Background: an optimization exercise with open tools, aiming at small area, a short achievable clock period and few clock cycles. Do not read the settings as production practice. Where RTL was checked, it was by simulation tests only, not by an equivalence proof against the original. Power figures rest on the tool's default switching activity, not on a simulated workload.

==> module hv_bundler, before the edit <==
module hv_bundler #(
  parameter int unsigned LANES = 16
) (
  input  logic   clk_i,
  input  logic   rst_i,
  input  logic   start_i,
  input  logic   n_zero_i,
  input  hdc_pkg::count_t num_items_i,
  input  logic [LANES*hdc_pkg::IM_DEPTH-1:0] y_i,
  input  logic [hdc_pkg::IM_DEPTH-1:0]       mask_i,
  output logic [LANES-1:0] grp_o,
  output logic   busy_o,
  output logic   done_o,
  output hdc_pkg::hv_t    qhv_o,
  output logic   qhv_valid_o
);
  localparam int unsigned D = hdc_pkg::IM_DEPTH;
  logic       ph1_q, ph2_q, ph3_q;
  logic       accept;
  logic [2:0]         qcap_q;    
  logic [2:0]         rhalf_q;   
  logic [4:0]         thr_q [9];   
  logic [LANES-1:0]   maj;
  logic [LANES-1:0]   part_q;
  assign accept = start_i && !n_zero_i && !ph1_q && !ph2_q;
  assign busy_o = ph1_q || ph2_q || ph3_q;
  logic [LANES-1:0] par_q;
  logic             par_dec_q;
  always_ff @(posedge clk_i) begin
    if (rst_i) begin
      par_q     <= '0;
      par_dec_q <= 1'b0;
    end else begin
      par_q     <= ~par_q;
      par_dec_q <= ~par_dec_q;
    end
  end
  assign grp_o = par_q;
  always_ff @(posedge clk_i) begin
    if (rst_i) begin
      ph1_q       <= 1'b0;
      ph2_q       <= 1'b0;
      ph3_q       <= 1'b0;
      done_o      <= 1'b0;
      qhv_valid_o <= 1'b0;
    end else begin
      ph1_q       <= accept;
      ph2_q       <= ph1_q;
      ph3_q       <= ph2_q;
      qhv_valid_o <= ph3_q;
      if (accept) begin
        done_o <= 1'b0;
      end else if (ph3_q) begin
        done_o <= 1'b1;
      end
    end
  end
  function automatic logic [2:0] popcount4(input logic [3:0] v);
    logic a, b, ac, bc, c;
    a  = v[0] ^ v[1];
    ac = v[0] & v[1];
    b  = v[2] ^ v[3];
    bc = v[2] & v[3];
    c  = a & b;
    popcount4 = {ac & bc, (ac ^ bc) | c, a ^ b};
  endfunction
  always_ff @(posedge clk_i) begin
    qcap_q  <= (num_items_i[7:6] != 2'd0) ? 3'd4 : {1'b0, num_items_i[5:4]};
    rhalf_q <= num_items_i[3:1];
  end
  for (genvar h = 0; h < 9; h++) begin : g_thr
    logic signed [7:0] t;
    assign t = $signed({5'b0, rhalf_q}) + 8'sd1 +
               $signed({5'b0, qcap_q}) * $signed(8'(8 - 2 * h));
    always_ff @(posedge clk_i) begin
      thr_q[h] <= (t < 0) ? 5'd0 : (t > 8'sd16) ? 5'd16 : t[4:0];
    end
  end
  for (genvar l = 0; l < LANES; l++) begin : g_lane
    logic [D-1:0] y, ym;
    logic [11:0]  all4_q, ext4_q;   
    logic [4:0]   s_all;
    logic [3:0]   s_ext;
    logic [8:0]   half_q;           
    logic [3:0]   ext_q;            
    logic [4:0]   thr;
    assign y  = y_i[l*D +: D];
    assign ym = y & mask_i;
    always_ff @(posedge clk_i) begin
      for (int g = 0; g < 4; g++) begin
        all4_q[3*g +: 3] <= popcount4(y[4*g +: 4]);
        ext4_q[3*g +: 3] <= popcount4(ym[4*g +: 4]);
      end
    end
    assign s_all = ({2'b0, all4_q[2:0]} + {2'b0, all4_q[5:3]}) +
                   ({2'b0, all4_q[8:6]} + {2'b0, all4_q[11:9]});
    assign s_ext = ({1'b0, ext4_q[2:0]} + {1'b0, ext4_q[5:3]}) +
                   ({1'b0, ext4_q[8:6]} + {1'b0, ext4_q[11:9]});
    always_ff @(posedge clk_i) begin
      for (int h = 0; h < 9; h++) half_q[h] <= (s_all[4:1] == 4'(h));
      ext_q <= s_ext;
    end
    always_comb begin
      thr = '0;
      for (int h = 0; h < 9; h++) thr = thr | (half_q[h] ? thr_q[h] : 5'd0);
    end
    assign maj[l] = ({1'b0, ext_q} >= thr);
  end
  always_ff @(posedge clk_i) begin
    if (ph2_q) part_q <= maj;
  end
  always_ff @(posedge clk_i) begin
    if (ph3_q) qhv_o <= par_dec_q ? {maj, part_q} : {part_q, maj};
  end
endmodule
Settings: LEC_CHECK=0, ABC_AREA=1, CAP_MARGIN=20, CORE_MARGIN=2, CORE_UTILIZATION=40, SETUP_SLACK_MARGIN=1.9, SLEW_MARGIN=20; clock period 5.0 ns.
run.sh (not shown) runs the stock make flow with config.mk's settings and CLKGATE_MAP_FILE= SYNTH_SCRIPT=/design/flow/synth_recipe.tcl, a recipe that flattens the netlist after the stock synthesis.
Then changed:
--- a/flow/design.v
+++ b/flow/design.v
@@ -223,17 +223,26 @@
   endfunction
   always_ff @(posedge clk_i) begin
     qcap_q  <= (num_items_i[7:6] != 2'd0) ? 3'd4 : {1'b0, num_items_i[5:4]};
     rhalf_q <= num_items_i[3:1];
   end
   for (genvar h = 0; h < 9; h++) begin : g_thr
-    logic signed [7:0] t;
-    assign t = $signed({5'b0, rhalf_q}) + 8'sd1 +
-               $signed({5'b0, qcap_q}) * $signed(8'(8 - 2 * h));
-    always_ff @(posedge clk_i) begin
-      thr_q[h] <= (t < 0) ? 5'd0 : (t > 8'sd16) ? 5'd16 : t[4:0];
+    logic [5:0] base, step, t;
+    assign base = {3'b0, rhalf_q} + 6'd1;
+    if (h <= 4) begin : g_up
+      assign step = 6'(qcap_q * (8 - 2 * h));
+      assign t    = base + step;
+      always_ff @(posedge clk_i) begin
+        thr_q[h] <= (t > 6'd16) ? 5'd16 : t[4:0];
+      end
+    end else begin : g_down
+      assign step = 6'(qcap_q * (2 * h - 8));
+      assign t    = base - step;
+      always_ff @(posedge clk_i) begin
+        thr_q[h] <= (base > step) ? t[4:0] : 5'd0;
+      end
     end
   end
   for (genvar l = 0; l < LANES; l++) begin : g_lane
     logic [D-1:0] y, ym;
     logic [11:0]  all4_q, ext4_q;   
     logic [4:0]   s_all;
What happened: Sequential power stays flat. Clock power hardly moves. Core utilization came out lower by 0.15 points. Power goes down by 2.8%. Clock-buffer cell count drops by 6. Via count climbs by 0.69%. Sequential share of layout area climbs by 0.15 points. Final area fell by 0.43%. Worst hold slack improved by 0.0076 ns. Register-to-register slack is worse by 0.08 ns.
Testbench counts after the change, summed over its fixed seeds: cycles 2,576.
For the first run of this note, only the layout was checked, not whether the RTL still works.

re-timing with driven ports:
Ports are ideal in the flow. The routed layouts listed here were re-timed in OpenROAD.
Step 1: set_driving_cell puts a clkbuf_16 on clk_i and a buf_2 on each other input, an assumption about the parent block.
Step 2 moves the port delays by t, midway between the first and last clock arrival at a register: inputs arrive t later, outputs are due t later. That takes back most of the time a late clock gives input paths.
a / b / c = ideal / step 1 / step 2; a / b = the first two.
run | shift t [ns] | slack for setup (ns) | worst setup path at the end
the first run | 0.896 | 1.917 / 1.899 / 1.371 | input to register
the second run | 0.879 | 1.840 / 1.840 / 1.084 | input to register
After both steps every run listed still meets setup and hold. For the second run, which loses most, drivers alone change the setup slack by 0.000 ns; drivers and shift together by -0.756 ns.
